Context: an optimization exercise on an open-source flow, tuned for small area and a short achievable clock period. The choices shown serve that exercise and are no tape-out recipe.
Where RTL was checked, it was by simulation tests only, not by an equivalence proof against the original.
Power figures rest on the tool's default switching activity, not on a simulated workload.

==> module rs_alu, before the edit <==
module rs_alu (
  input  logic                 clk,
  input  logic                 rst,
  input  logic                 disp_valid,
  input  logic [TAG_W-1:0]     disp_src_a,
  input  logic [TAG_W-1:0]     disp_src_b,
  input  logic [TAG_W-1:0]     disp_dest,
  input  logic                 disp_rdy_a,
  input  logic                 disp_rdy_b,
  input  logic [DATA_W-1:0]    disp_imm,
  input  logic                 disp_dest_valid,
  input  logic [OP_W-1:0]      disp_alu_op,
  input  logic [SPECTAG_W-1:0] disp_spectag,
  input  logic                 disp_specbit,
  input  logic [AGE_W-1:0]     disp_age,
  input  logic [DLY_W-1:0]     disp_delay,
  input  logic                 br_valid,
  input  logic                 br_success,
  input  logic [SPECTAG_W-1:0] br_tag,
  output logic                 full,
  output logic                 issue_valid,
  output logic [TAG_W-1:0]     issue_src_a,
  output logic [TAG_W-1:0]     issue_src_b,
  output logic [TAG_W-1:0]     issue_dest,
  output logic [DATA_W-1:0]    issue_imm,
  output logic                 issue_dest_valid,
  output logic [OP_W-1:0]      issue_alu_op,
  output logic [SPECTAG_W-1:0] issue_spectag,
  output logic                 issue_specbit
);
  rs_pkg::rs_payload_t       disp_payload;
  logic [N_ENT*PL_W-1:0]     payloads;
  logic [N_ENT-1:0]          we;
  logic [N_ENT-1:0]          ready;
  logic [N_ENT-1:0]          busy;
  logic [N_ENT-1:0]          busy_nx;
  logic [N_ENT-1:0]          specbits;
  logic [N_ENT-1:0]          grant;
  logic                      any;
  logic [N_ENT*AGE_W-1:0]    ages;
  logic [TAG_W-1:0]          iss_dest;
  logic                      iss_dv;
  logic [DLY_W-1:0]          iss_dly;
  logic                      wk_valid;    
  logic                      wk_fast;     
  logic [DLY_W-1:0]          wk_load;
  always_comb
  begin
    disp_payload.src_a      = disp_src_a;
    disp_payload.src_b      = disp_src_b;
    disp_payload.imm        = disp_imm;
    disp_payload.dest       = disp_dest;
    disp_payload.dest_valid = disp_dest_valid;
    disp_payload.alu_op     = rs_pkg::alu_op_e'(disp_alu_op);
    disp_payload.spectag    = disp_spectag;
    disp_payload.age        = disp_age;
    disp_payload.delay      = disp_delay;
  end
  rs_alloc u_alloc (
    .disp_valid (disp_valid),
    .busy       (busy),
    .we         (we)
  );
  assign wk_load  = (iss_dly == '0) ? '0 : iss_dly - 1'b1;
  genvar g;
  generate
    for (g = 0; g < N_ENT; g++)
    begin : g_ent
      rs_entry u_ent (
        .clk        (clk),
        .rst        (rst),
        .we         (we[g]),
        .wr_payload (disp_payload),
        .wr_rdy_a   (disp_rdy_a),
        .wr_rdy_b   (disp_rdy_b),
        .wr_specbit (disp_specbit),
        .grant      (grant[g]),
        .ready      (ready[g]),
        .busy       (busy[g]),
        .busy_nx    (busy_nx[g]),
        .payload    (payloads[g*PL_W +: PL_W]),
        .specbit_o  (specbits[g]),
        .wk_valid   (wk_valid),
        .wk_tag     (iss_dest),
        .wk_fast    (wk_fast),
        .wk_load    (wk_load),
        .br_valid   (br_valid),
        .br_success (br_success),
        .br_tag     (br_tag)
      );
    end
  endgenerate
  always_comb
  begin
    for (int i = 0; i < N_ENT; i++)
    begin
      ages[i*AGE_W +: AGE_W] = payloads[i*PL_W+OFS_AGE +: AGE_W];
    end
  end
  rs_issue_select u_sel (
    .clk    (clk),
    .busy   (busy),
    .wr_age (disp_age),
    .ages   (ages),
    .ready  (ready),
    .grant  (grant),
    .any    (any)
  );
  always_ff @(posedge clk)
  begin
    if (!rst)
    begin
      issue_valid <= 1'b0;
      full        <= 1'b0;
    end
    else
    begin
      issue_valid <= any;
      full        <= !any && (&busy_nx);
    end
  end
  logic [N_ENT-1:0] iss_sel;
  logic [PL_W-1:0]  p;
  logic             sb;
  logic             gv;
  logic             gf;
  always_comb
  begin
    p  = '0;
    sb = 1'b0;
    gv = 1'b0;
    gf = 1'b0;
    for (int i = 0; i < N_ENT; i++)
    begin
      p  = p  | ({PL_W{grant[i]}} & payloads[i*PL_W +: PL_W]);
      sb = sb | (grant[i] & specbits[i]);
      gv = gv | (grant[i] & payloads[i*PL_W+OFS_DV]);
      gf = gf | (grant[i] & payloads[i*PL_W+OFS_DV] & (payloads[i*PL_W+OFS_DLY +: DLY_W] == '0));
    end
  end
  always_ff @(posedge clk)
  begin
    iss_sel       <= grant;
    iss_dest      <= p[OFS_DEST +: TAG_W];
    iss_dv        <= p[OFS_DV];
    iss_dly       <= p[OFS_DLY +: DLY_W];
    issue_specbit <= sb;
    wk_valid      <= rst && gv;
    wk_fast       <= rst && gf;
  end
  always_comb
  begin
    issue_src_a   = '0;
    issue_src_b   = '0;
    issue_imm     = '0;
    issue_alu_op  = '0;
    issue_spectag = '0;
    for (int i = 0; i < N_ENT; i++)
    begin
      issue_src_a   = issue_src_a   | ({TAG_W{iss_sel[i]}}     & payloads[i*PL_W+OFS_SRCA +: TAG_W]);
      issue_src_b   = issue_src_b   | ({TAG_W{iss_sel[i]}}     & payloads[i*PL_W+OFS_SRCB +: TAG_W]);
      issue_imm     = issue_imm     | ({DATA_W{iss_sel[i]}}    & payloads[i*PL_W+OFS_IMM +: DATA_W]);
      issue_alu_op  = issue_alu_op  | ({OP_W{iss_sel[i]}}      & payloads[i*PL_W+OFS_OP +: OP_W]);
      issue_spectag = issue_spectag | ({SPECTAG_W{iss_sel[i]}} & payloads[i*PL_W+OFS_STAG +: SPECTAG_W]);
    end
  end
  assign issue_dest       = iss_dest;
  assign issue_dest_valid = iss_dv;
endmodule
clock: 7.5 ns
lec_check: 0
cap_margin: 20
core_margin: 2
core_utilization: 60
cts_buf_list: sky130_fd_sc_hd__clkbuf_16
cts_cluster_diameter: 100
cts_cluster_size: 20
setup_slack_margin: 5.0
slew_margin: 20
tns_end_percent: 0
standard.sh (not shown) runs the stock make flow with config.mk's settings and CLKGATE_MAP_FILE= SYNTH_SCRIPT=/design/flow/synth_recipe.tcl, a recipe that flattens the netlist after the stock synthesis.
==> flow/flow/run.sh <==
#!/bin/bash
# Standard layout, with plain buffers on the ports and sizing not tied to cell footprints.
set -euo pipefail
bash standard.sh BUFFER_PORTS_ARGS="-buffer_cell sky130_fd_sc_hd__buf_2" MATCH_CELL_FOOTPRINT=0 finish > flow_make.log 2>&1
Rerun with:
--- a/flow/design.v
+++ b/flow/design.v
@@ -331,13 +331,12 @@
     else
     begin
       issue_valid <= any;
       full        <= !any && (&busy_nx);
     end
   end
-  logic [N_ENT-1:0] iss_sel;
   logic [PL_W-1:0]  p;
   logic             sb;
   logic             gv;
   logic             gf;
   always_comb
   begin
@@ -352,33 +351,21 @@
       gv = gv | (grant[i] & payloads[i*PL_W+OFS_DV]);
       gf = gf | (grant[i] & payloads[i*PL_W+OFS_DV] & (payloads[i*PL_W+OFS_DLY +: DLY_W] == '0));
     end
   end
   always_ff @(posedge clk)
   begin
-    iss_sel       <= grant;
+    issue_src_a   <= p[OFS_SRCA +: TAG_W];
+    issue_src_b   <= p[OFS_SRCB +: TAG_W];
+    issue_imm     <= p[OFS_IMM +: DATA_W];
+    issue_alu_op  <= p[OFS_OP +: OP_W];
+    issue_spectag <= p[OFS_STAG +: SPECTAG_W];
     iss_dest      <= p[OFS_DEST +: TAG_W];
     iss_dv        <= p[OFS_DV];
     iss_dly       <= p[OFS_DLY +: DLY_W];
     issue_specbit <= sb;
     wk_valid      <= rst && gv;
     wk_fast       <= rst && gf;
   end
-  always_comb
-  begin
-    issue_src_a   = '0;
-    issue_src_b   = '0;
-    issue_imm     = '0;
-    issue_alu_op  = '0;
-    issue_spectag = '0;
-    for (int i = 0; i < N_ENT; i++)
-    begin
-      issue_src_a   = issue_src_a   | ({TAG_W{iss_sel[i]}}     & payloads[i*PL_W+OFS_SRCA +: TAG_W]);
-      issue_src_b   = issue_src_b   | ({TAG_W{iss_sel[i]}}     & payloads[i*PL_W+OFS_SRCB +: TAG_W]);
-      issue_imm     = issue_imm     | ({DATA_W{iss_sel[i]}}    & payloads[i*PL_W+OFS_IMM +: DATA_W]);
-      issue_alu_op  = issue_alu_op  | ({OP_W{iss_sel[i]}}      & payloads[i*PL_W+OFS_OP +: OP_W]);
-      issue_spectag = issue_spectag | ({SPECTAG_W{iss_sel[i]}} & payloads[i*PL_W+OFS_STAG +: SPECTAG_W]);
-    end
-  end
   assign issue_dest       = iss_dest;
   assign issue_dest_valid = iss_dv;
 endmodule
Outcome:
- core utilization rises by 3.6 points
- die area rises by 6.1%
- clock power rises by 9.5%
- power rises by 8.7%
- routed wire length rises by 11%
- critical path depth rises by 5
- non-clock buffer count rises by 92
- register-to-register slack improves by 200 ps
- synthesized cell count rises by 11%
No functional check of the RTL was part of any run of this note.

Setup of xenon:
rs_alu, a different RTL version from the one above (not shown whole).
For scale: about 2500 cells after synthesis, about 150 I/O pins, roughly 0.032 mm² of cells after synthesis.
==> module rs_issue_select, before the edit <==
module rs_issue_select (
  input  logic                  clk,
  input  logic [N_ENT-1:0]      we,
  input  logic [AGE_W-1:0]      wr_age,
  input  logic [N_ENT*AGE_W-1:0] ages,       
  input  logic [N_ENT-1:0]      ready,
  output logic [N_ENT-1:0]      grant,
  output logic                  any
);
  logic             older [N_ENT][N_ENT];
  logic [N_ENT-1:0] le;      
  logic [N_ENT-1:0] lt;      
  always_comb
  begin
    for (int k = 0; k < N_ENT; k++)
    begin
      le[k] = ages[k*AGE_W +: AGE_W] <= wr_age;
      lt[k] = ages[k*AGE_W +: AGE_W] <  wr_age;
    end
  end
  always_ff @(posedge clk)
  begin
    for (int i = 0; i < N_ENT; i++)
      for (int j = i + 1; j < N_ENT; j++)
        if (we[j])
          older[i][j] <= le[i];        
        else if (we[i])
          older[i][j] <= !lt[j];       
  end
  always_comb
  begin
    for (int j = 0; j < N_ENT; j++)
    begin
      grant[j] = ready[j];
      for (int i = 0; i < N_ENT; i++)
        if (i < j)
          grant[j] = grant[j] && !(ready[i] && older[i][j]);
        else if (i > j)
          grant[j] = grant[j] && !(ready[i] && !older[j][i]);
    end
  end
  assign any = |ready;
endmodule
==> module rs_alu, before the edit <==
module rs_alu (
  input  logic                 clk,
  input  logic                 rst,
  input  logic                 disp_valid,
  input  logic [TAG_W-1:0]     disp_src_a,
  input  logic [TAG_W-1:0]     disp_src_b,
  input  logic [TAG_W-1:0]     disp_dest,
  input  logic                 disp_rdy_a,
  input  logic                 disp_rdy_b,
  input  logic [DATA_W-1:0]    disp_imm,
  input  logic                 disp_dest_valid,
  input  logic [OP_W-1:0]      disp_alu_op,
  input  logic [SPECTAG_W-1:0] disp_spectag,
  input  logic                 disp_specbit,
  input  logic [AGE_W-1:0]     disp_age,
  input  logic [DLY_W-1:0]     disp_delay,
  input  logic                 br_valid,
  input  logic                 br_success,
  input  logic [SPECTAG_W-1:0] br_tag,
  output logic                 full,
  output logic                 issue_valid,
  output logic [TAG_W-1:0]     issue_src_a,
  output logic [TAG_W-1:0]     issue_src_b,
  output logic [TAG_W-1:0]     issue_dest,
  output logic [DATA_W-1:0]    issue_imm,
  output logic                 issue_dest_valid,
  output logic [OP_W-1:0]      issue_alu_op,
  output logic [SPECTAG_W-1:0] issue_spectag,
  output logic                 issue_specbit
);
  rs_pkg::rs_payload_t       disp_payload;
  logic [N_ENT*PL_W-1:0]     payloads;
  logic [N_ENT-1:0]          we;
  logic [N_ENT-1:0]          ready;
  logic [N_ENT-1:0]          busy;
  logic [N_ENT-1:0]          specbits;
  logic [N_ENT-1:0]          grant;
  logic                      any;
  logic [N_ENT*AGE_W-1:0]    ages;
  logic [TAG_W-1:0]          iss_dest;
  logic                      iss_dv;
  logic [DLY_W-1:0]          iss_dly;
  logic                      wk_valid;
  logic                      wk_d0;
  logic [DLY_W-1:0]          wk_load;
  always_comb
  begin
    disp_payload.src_a      = disp_src_a;
    disp_payload.src_b      = disp_src_b;
    disp_payload.imm        = disp_imm;
    disp_payload.dest       = disp_dest;
    disp_payload.dest_valid = disp_dest_valid;
    disp_payload.alu_op     = rs_pkg::alu_op_e'(disp_alu_op);
    disp_payload.spectag    = disp_spectag;
    disp_payload.age        = disp_age;
    disp_payload.delay      = disp_delay;
  end
  rs_alloc u_alloc (
    .disp_valid (disp_valid),
    .busy       (busy),
    .we         (we),
    .full       (full)
  );
  assign wk_valid = issue_valid && iss_dv;
  assign wk_d0    = (iss_dly == '0);
  assign wk_load  = wk_d0 ? '0 : iss_dly - 1'b1;
  genvar g;
  generate
    for (g = 0; g < N_ENT; g++)
    begin : g_ent
      rs_entry u_ent (
        .clk        (clk),
        .rst        (rst),
        .we         (we[g]),
        .wr_payload (disp_payload),
        .wr_rdy_a   (disp_rdy_a),
        .wr_rdy_b   (disp_rdy_b),
        .wr_specbit (disp_specbit),
        .grant      (grant[g]),
        .ready      (ready[g]),
        .busy       (busy[g]),
        .payload    (payloads[g*PL_W +: PL_W]),
        .specbit_o  (specbits[g]),
        .wk_valid   (wk_valid),
        .wk_tag     (iss_dest),
        .wk_d0      (wk_d0),
        .wk_load    (wk_load),
        .br_valid   (br_valid),
        .br_success (br_success),
        .br_tag     (br_tag)
      );
    end
  endgenerate
  always_comb
  begin
    for (int i = 0; i < N_ENT; i++)
    begin
      ages[i*AGE_W +: AGE_W] = payloads[i*PL_W+OFS_AGE +: AGE_W];
    end
  end
  rs_issue_select u_sel (
    .clk    (clk),
    .we     (we),
    .wr_age (disp_age),
    .ages   (ages),
    .ready  (ready),
    .grant  (grant),
    .any    (any)
  );
  always_ff @(posedge clk)
  begin
    if (!rst)
      issue_valid <= 1'b0;
    else
      issue_valid <= any;
  end
  always_ff @(posedge clk)
  begin
    logic [PL_W-1:0] p;
    logic            sb;
    p  = '0;
    sb = 1'b0;
    for (int i = 0; i < N_ENT; i++)
    begin
      p  = p  | ({PL_W{grant[i]}} & payloads[i*PL_W +: PL_W]);
      sb = sb | (grant[i] & specbits[i]);
    end
    issue_src_a   <= p[OFS_SRCA +: TAG_W];
    issue_src_b   <= p[OFS_SRCB +: TAG_W];
    issue_imm     <= p[OFS_IMM +: DATA_W];
    issue_alu_op  <= p[OFS_OP +: OP_W];
    issue_spectag <= p[OFS_STAG +: SPECTAG_W];
    iss_dest      <= p[OFS_DEST +: TAG_W];
    iss_dv        <= p[OFS_DV];
    iss_dly       <= p[OFS_DLY +: DLY_W];
    issue_specbit <= sb;
  end
  assign issue_dest       = iss_dest;
  assign issue_dest_valid = iss_dv;
endmodule
export LEC_CHECK = 0
export CAP_MARGIN = 20
export CORE_MARGIN = 2
export CORE_UTILIZATION = 60
export SETUP_SLACK_MARGIN = 5.0
export SLEW_MARGIN = 20
export TNS_END_PERCENT = 0
create_clock -name core_clock -period 7.5 [get_ports {clk}]
Scripts as last shown in full above: flow/flow/run.sh
No stage failed in xenon, and the final checks on the layout all came back clean.
Input changes introduced in ember (baseline for comparison: xenon):
diff --git a/flow/design.v b/flow/design.v
--- a/flow/design.v
+++ b/flow/design.v
@@ -162,33 +162,46 @@
 import rs_pkg::*;
 module rs_issue_select (
   input  logic                  clk,
   input  logic [N_ENT-1:0]      we,
+  input  logic [N_ENT-1:0]      busy,
   input  logic [AGE_W-1:0]      wr_age,
   input  logic [N_ENT*AGE_W-1:0] ages,       
   input  logic [N_ENT-1:0]      ready,
   output logic [N_ENT-1:0]      grant,
   output logic                  any
 );
   logic             older [N_ENT][N_ENT];
-  logic [N_ENT-1:0] le;      
-  logic [N_ENT-1:0] lt;      
+  logic [N_ENT-1:0] below;   
+  logic [AGE_W:0]   cmp_a, cmp_b;
+  logic             cmp_eq;
+  logic [N_ENT-1:0] c;       
   always_comb
   begin
     for (int k = 0; k < N_ENT; k++)
     begin
-      le[k] = ages[k*AGE_W +: AGE_W] <= wr_age;
-      lt[k] = ages[k*AGE_W +: AGE_W] <  wr_age;
+      below[k] = 1'b1;
+      for (int m = 0; m <= k; m++)
+        below[k] = below[k] && busy[m];
+      cmp_a  = {ages[k*AGE_W +: AGE_W], 1'b0};
+      cmp_b  = {wr_age, below[k]};
+      c[k]   = 1'b0;
+      cmp_eq = 1'b1;
+      for (int n = AGE_W; n >= 0; n--)
+      begin
+        c[k]   = c[k] || (cmp_eq && !cmp_a[n] && cmp_b[n]);
+        cmp_eq = cmp_eq && (cmp_a[n] == cmp_b[n]);
+      end
     end
   end
   always_ff @(posedge clk)
   begin
     for (int i = 0; i < N_ENT; i++)
       for (int j = i + 1; j < N_ENT; j++)
         if (we[j])
-          older[i][j] <= le[i];        
+          older[i][j] <= c[i];         
         else if (we[i])
-          older[i][j] <= !lt[j];       
+          older[i][j] <= !c[j];        
   end
   always_comb
   begin
     for (int j = 0; j < N_ENT; j++)
@@ -307,8 +320,9 @@
   end
   rs_issue_select u_sel (
     .clk    (clk),
     .we     (we),
+    .busy   (busy),
     .wr_age (disp_age),
     .ages   (ages),
     .ready  (ready),
     .grant  (grant),
==> comparison <==
- Compared with xenon, ember shows a lower minimum clock period after layout.
- From xenon to ember the numbers moved as follows: post-CTS repair timing setup buffer count now smaller, post-route worst hold slack has decreased, met3 demand-to-capacity share in global routing now sits lower, XOR/XNOR share of the synthesized area +0.44 points.
- Sequential share of layout area, ember and xenon: lower on xenon
- The count of clock-buffer cells in the layout number comes out lower for ember vs xenon.
- Number of logic stages on the critical path including buffering, ember and xenon, higher one = ember.
- Mapped cell area was lower in the run labelled ember.
- Against xenon, ember comes in 5.2 points lower on met2 track utilization from global routing.
- Taking xenon over ember, the combinational power ratio works out to 1.4.
- For the timing-limited maximum frequency, ember came in 0.38% higher than xenon did.
- Summary of ember over xenon: cell area power density rose 3.9%, total wirelength of the detailed-routed design shows a reduction of 19%.
Only the layout flow was run in xenon; the RTL was not checked for function there.

==> what the ideal ports hide <==
No port has a modelled driver above. Below, the same layouts with a new extraction and two added sets of constraints.
Step 1 assumes that a clkbuf_16 drives the clock port and a buf_2 every other input.
Step 2 times the ports against the registers' clock, not the clock port: input delays grow and output delays shrink by t, the midpoint of the rising clock arrivals with the driver on.
Slacks: ideal / step 1 / step 2; pairs: ideal / step 1.
| run | shift t [ns] | slack for setup (ns) | hold slack, ns | worst slew at a driven data input, ns |
|---|---|---|---|---|
| the first run of note 1 | 0.650 | 4.103 / 4.044 / 3.725 | 0.494 / 0.494 / 0.494 | 0.09 |
| the second run of note 1 | 0.655 | 4.444 / 4.444 / 3.922 | 0.473 / 0.473 / 0.473 | 0.10 |
| xenon | 0.682 | 4.192 / 4.192 / 3.643 | 0.469 / 0.469 / 0.469 | 0.16 |
| ember | 0.683 | 4.204 / 4.204 / 3.609 | 0.442 / 0.442 / 0.442 | 0.11 |
After both steps setup and hold are still met in every run listed. The setup slack of ember, which loses most, moves by 0.000 ns with the drivers and by -0.595 ns with both steps.
